What follows belongs to an exercise in optimizing a design on an open flow for small area; a production flow would make more cautious choices. In this exercise RTL edits were held to simulation tests only and were not proved equivalent to the original. No activity file was given, so power comes from the tool's default toggle rates.

== run 1 ==
// fft_stage0
module fft_stage0 (
    input  logic                                clk,
    input  logic                                rst,
    input  logic                                valid,
    input  logic [4*2*9-1:0]  din,
    output logic [4*2*10-1:0] bfly_p,
    output logic [4*2*10-1:0] bfly_n,
    output logic                                out_valid
);
    localparam int IW    = 9;
    localparam int OW    = 10;
    localparam int NP    = 2 * 4;   
    localparam int VW    = NP * IW;
    localparam int BLOCK = 2 * 8;
    localparam int IDX_W = $clog2(BLOCK);
    localparam int LO    = 7;                
    localparam int HI    = IW - LO;          
    localparam int SW    = LO + (LO - 1) + 2 + 2 * HI;
    localparam int KW    = SW - IW;          
    logic [IDX_W-1:0] idx;      
    logic             compute;  
    logic             fill_q;   
    logic             cmp_q;    
    logic             hold_q;   
    logic             rot_q;    
    logic             rot_qq;   
    assign compute = valid && idx[IDX_W-1];
    always_ff @(posedge clk or negedge rst) begin
  ...
For scale: roughly 1900 cells after synthesis, roughly 740 flip-flops, roughly 240 I/O pins, ~0.026 mm² of cells after synthesis.
==> module fft_stage0, before the edit <==
module fft_stage0 (
    input  logic                                clk,
    input  logic                                rst,
    input  logic                                valid,
    input  logic [4*2*9-1:0]  din,
    output logic [4*2*10-1:0] bfly_p,
    output logic [4*2*10-1:0] bfly_n,
    output logic                                out_valid
);
    localparam int IW    = 9;
    localparam int OW    = 10;
    localparam int NP    = 2 * 4;   
    localparam int VW    = NP * IW;
    localparam int BLOCK = 2 * 8;
    localparam int IDX_W = $clog2(BLOCK);
    localparam int LO    = 7;                
    localparam int HI    = IW - LO;          
    localparam int SW    = LO + (LO - 1) + 2 + 2 * HI;
    localparam int KW    = SW - IW;          
    logic [IDX_W-1:0] idx;      
    logic             compute;  
    logic             fill_q;   
    logic             cmp_q;    
    logic             hold_q;   
    logic             rot_q;    
    logic             rot_qq;   
    assign compute = valid && idx[IDX_W-1];
    always_ff @(posedge clk or negedge rst) begin
        if (!rst) begin
            idx       <= '0;
            fill_q    <= 1'b0;
            cmp_q     <= 1'b0;
            hold_q    <= 1'b1;
            out_valid <= 1'b0;
        end else begin
            if (valid) begin
                idx <= idx + 1'b1;
            end
            fill_q    <= valid && !compute;
            cmp_q     <= compute;
            hold_q    <= !valid;
            out_valid <= cmp_q;  
        end
    end
    always_ff @(posedge clk) begin
        rot_q  <= idx[IDX_W-1] && idx[IDX_W-2];
        rot_qq <= rot_q;
    end
    logic [VW-1:0] cur;                   
    logic [VW-1:0] dly [1:8];    
    logic [VW-1:0] st_lo;                 
    logic [NP*KW-1:0] st_hi_d, res_q;     
    always_ff @(posedge clk) begin
        cur <= din;
    end
    always_ff @(posedge clk) begin
        dly[1] <= ({VW{cmp_q}} & st_lo) | ({VW{fill_q}} & cur) | ({VW{hold_q}} & dly[1]);
        for (int i = 2; i <= 8; i++) begin
            dly[i] <= ({VW{fill_q | cmp_q}} & dly[i-1]) | ({VW{hold_q}} & dly[i]);
        end
    end
    always_ff @(posedge clk) begin
        res_q <= st_hi_d;
    end
    for (genvar j = 0; j < NP; j++) begin : g_p1
        logic [IW-1:0] a, b;
        logic [LO-1:0] s, d;
        logic [LO:0]   cs, cd;
        assign a = dly[8][j*IW +: IW];
        assign b = cur[j*IW +: IW];
        bfly_ha i_s0 (.x(a[0]), .y(b[0]), .s(s[0]), .co(cs[1]));
        if (j % 2 == 1) begin : g_re
            assign cd[1] = rot_q ? (a[0] & !b[0]) : (a[0] | !b[0]);
        end else begin : g_im
            assign cd[1] = a[0] | !b[0];
        end
        for (genvar i = 1; i < LO; i++) begin : g_bit
            bfly_fa i_s (.x(a[i]), .y(b[i]),  .ci(cs[i]), .s(s[i]), .co(cs[i+1]));
            bfly_fa i_d (.x(a[i]), .y(!b[i]), .ci(cd[i]), .s(d[i]), .co(cd[i+1]));
        end
        assign d[0] = 1'b0;  
        assign st_lo[j*IW +: IW]   = {b[IW-1:LO], a[IW-1:LO], s[IW-2*HI-1:0]};
        assign st_hi_d[j*KW +: KW] = {cs[LO], cd[LO], d[LO-1:1], s[LO-1:IW-2*HI]};
    end
    logic [OW-1:0] sum [NP];
    logic [OW-1:0] dif [NP];
    for (genvar j = 0; j < NP; j++) begin : g_p2
        logic [HI-1:0] ah, bh, sh, dh;
        logic [LO-1:0] s, d;
        logic [HI:0]   cs, cd;
        assign {bh, ah, s[IW-2*HI-1:0]}             = dly[1][j*IW +: IW];
        assign {cs[0], cd[0], d[LO-1:1], s[LO-1:IW-2*HI]} = res_q[j*KW +: KW];
        assign d[0] = (j % 2 == 1 && rot_qq) ? !s[0] : s[0];
        for (genvar i = 0; i < HI; i++) begin : g_bit
            bfly_fa i_s (.x(ah[i]), .y(bh[i]),  .ci(cs[i]), .s(sh[i]), .co(cs[i+1]));
            bfly_fa i_d (.x(ah[i]), .y(!bh[i]), .ci(cd[i]), .s(dh[i]), .co(cd[i+1]));
        end
        assign sum[j] = {ah[HI-1] ^ bh[HI-1] ^ cs[HI], sh, s};
        assign dif[j] = {ah[HI-1] ^ !bh[HI-1] ^ cd[HI], dh, d};
    end
    for (genvar l = 0; l < 4; l++) begin : g_lane
        assign bfly_p[l*2*OW+OW +: OW] = sum[2*l+1];
        assign bfly_p[l*2*OW    +: OW] = sum[2*l];
        assign bfly_n[l*2*OW+OW +: OW] = rot_qq ? dif[2*l]    : dif[2*l+1];
        assign bfly_n[l*2*OW    +: OW] = rot_qq ? ~dif[2*l+1] : dif[2*l];
    end
endmodule
==> flow/config.mk <==
export PLATFORM = sky130hd
export DESIGN_NAME = fft_stage0
export DESIGN_NICKNAME = fft_stage0
export VERILOG_FILES = /design/flow/design.v
export SDC_FILE = /design/flow/constraint.sdc
export NUM_CORES = 4
export LEC_CHECK = 0
export CAP_MARGIN = 20
export CORE_MARGIN = 2
export CORE_UTILIZATION = 80
export SLEW_MARGIN = 20
export SYNTH_HIERARCHICAL = 1
==> flow/constraint.sdc <==
create_clock -name core_clock -period 3.2 [get_ports {clk}]
set_input_delay 0.6400 -clock core_clock [delete_from_list [all_inputs] [get_ports {clk}]]
set_output_delay 0.6400 -clock core_clock [all_outputs]
set_load 0.01 [all_outputs]
standard.sh (not shown) runs the stock make flow with config.mk's settings and CLKGATE_MAP_FILE= SYNTH_SCRIPT=/design/flow/synth_recipe.tcl, a recipe that flattens the netlist after the stock synthesis.
==> flow/flow/run.sh <==
#!/bin/bash
# The standard layout with two changes:
#  - the port buffers are made from the smallest buffer cell;
#  - the clock tree uses larger sink clusters and no dummy loads.
# Each step's full output is in orfs/logs/; make's output in standard.log.
set -euo pipefail
bash standard.sh \
  "BUFFER_PORTS_ARGS=-buffer_cell sky130_fd_sc_hd__buf_1" \
  "CTS_ARGS=-sink_clustering_enable -repair_clock_nets -dont_use_dummy_load -sink_clustering_size 16 -sink_clustering_max_diameter 60 -buf_list sky130_fd_sc_hd__clkbuf_8" \
  finish > standard.log 2>&1
[inputs] run 2 vs run 1
--- a/flow/design.v
+++ b/flow/design.v
@@ -113,10 +113,10 @@
         for (genvar i = 0; i < HI; i++) begin : g_bit
             bfly_fa i_s (.x(ah[i]), .y(bh[i]),  .ci(cs[i]), .s(sh[i]), .co(cs[i+1]));
             bfly_fa i_d (.x(ah[i]), .y(!bh[i]), .ci(cd[i]), .s(dh[i]), .co(cd[i+1]));
         end
-        assign sum[j] = {ah[HI-1] ^ bh[HI-1] ^ cs[HI], sh, s};
-        assign dif[j] = {ah[HI-1] ^ !bh[HI-1] ^ cd[HI], dh, d};
+        assign sum[j] = {(ah[HI-1] & bh[HI-1])  | (!cs[HI-1] & (ah[HI-1] | bh[HI-1])),  sh, s};
+        assign dif[j] = {(ah[HI-1] & !bh[HI-1]) | (!cd[HI-1] & (ah[HI-1] | !bh[HI-1])), dh, d};
     end
     for (genvar l = 0; l < 4; l++) begin : g_lane
         assign bfly_p[l*2*OW+OW +: OW] = sum[2*l+1];
         assign bfly_p[l*2*OW    +: OW] = sum[2*l];
### Flow results
For the area added between synthesis and finish, run 2 came in 0.43 points higher than run 1 did.
Changes observed in run 2 relative to run 1: detailed route wirelength on metal2 barely changed, pin slew with the least headroom to its limit dropped 66 ps.
Row cell internal power dissipation: run 2 lower / run 1 higher
Worst hold slack after final layout down 11 ps in run 2 wrt run 1
Run 2 vs run 1 — netlist area before placement dropped slightly

-- what the ideal ports hide --
How much do the figures lean on ideal ports? The routed layouts below were timed once more, with nothing changed but the port constraints. Step 1: set_driving_cell puts a clkbuf_16 on clk and a buf_2 on each other input, an assumption about the parent block. Step 2 also shifts input and output timing later by t, the mid clock arrival at the registers, as if the neighbouring blocks saw the same clock. a / b / c = no drivers / after step 1 / after step 2; a / b = the first two.
run	t, ns	setup slack, ns	worst hold slack (ns)	worst setup path after step 2
run 1	0.645	0.060 / 0.010 / 0.066	0.103 / 0.076 / 0.429	register to register
run 2	0.662	0.051 / 0.036 / 0.051	0.092 / 0.061 / 0.429	register to register
After both steps setup and hold are still met in every run listed.
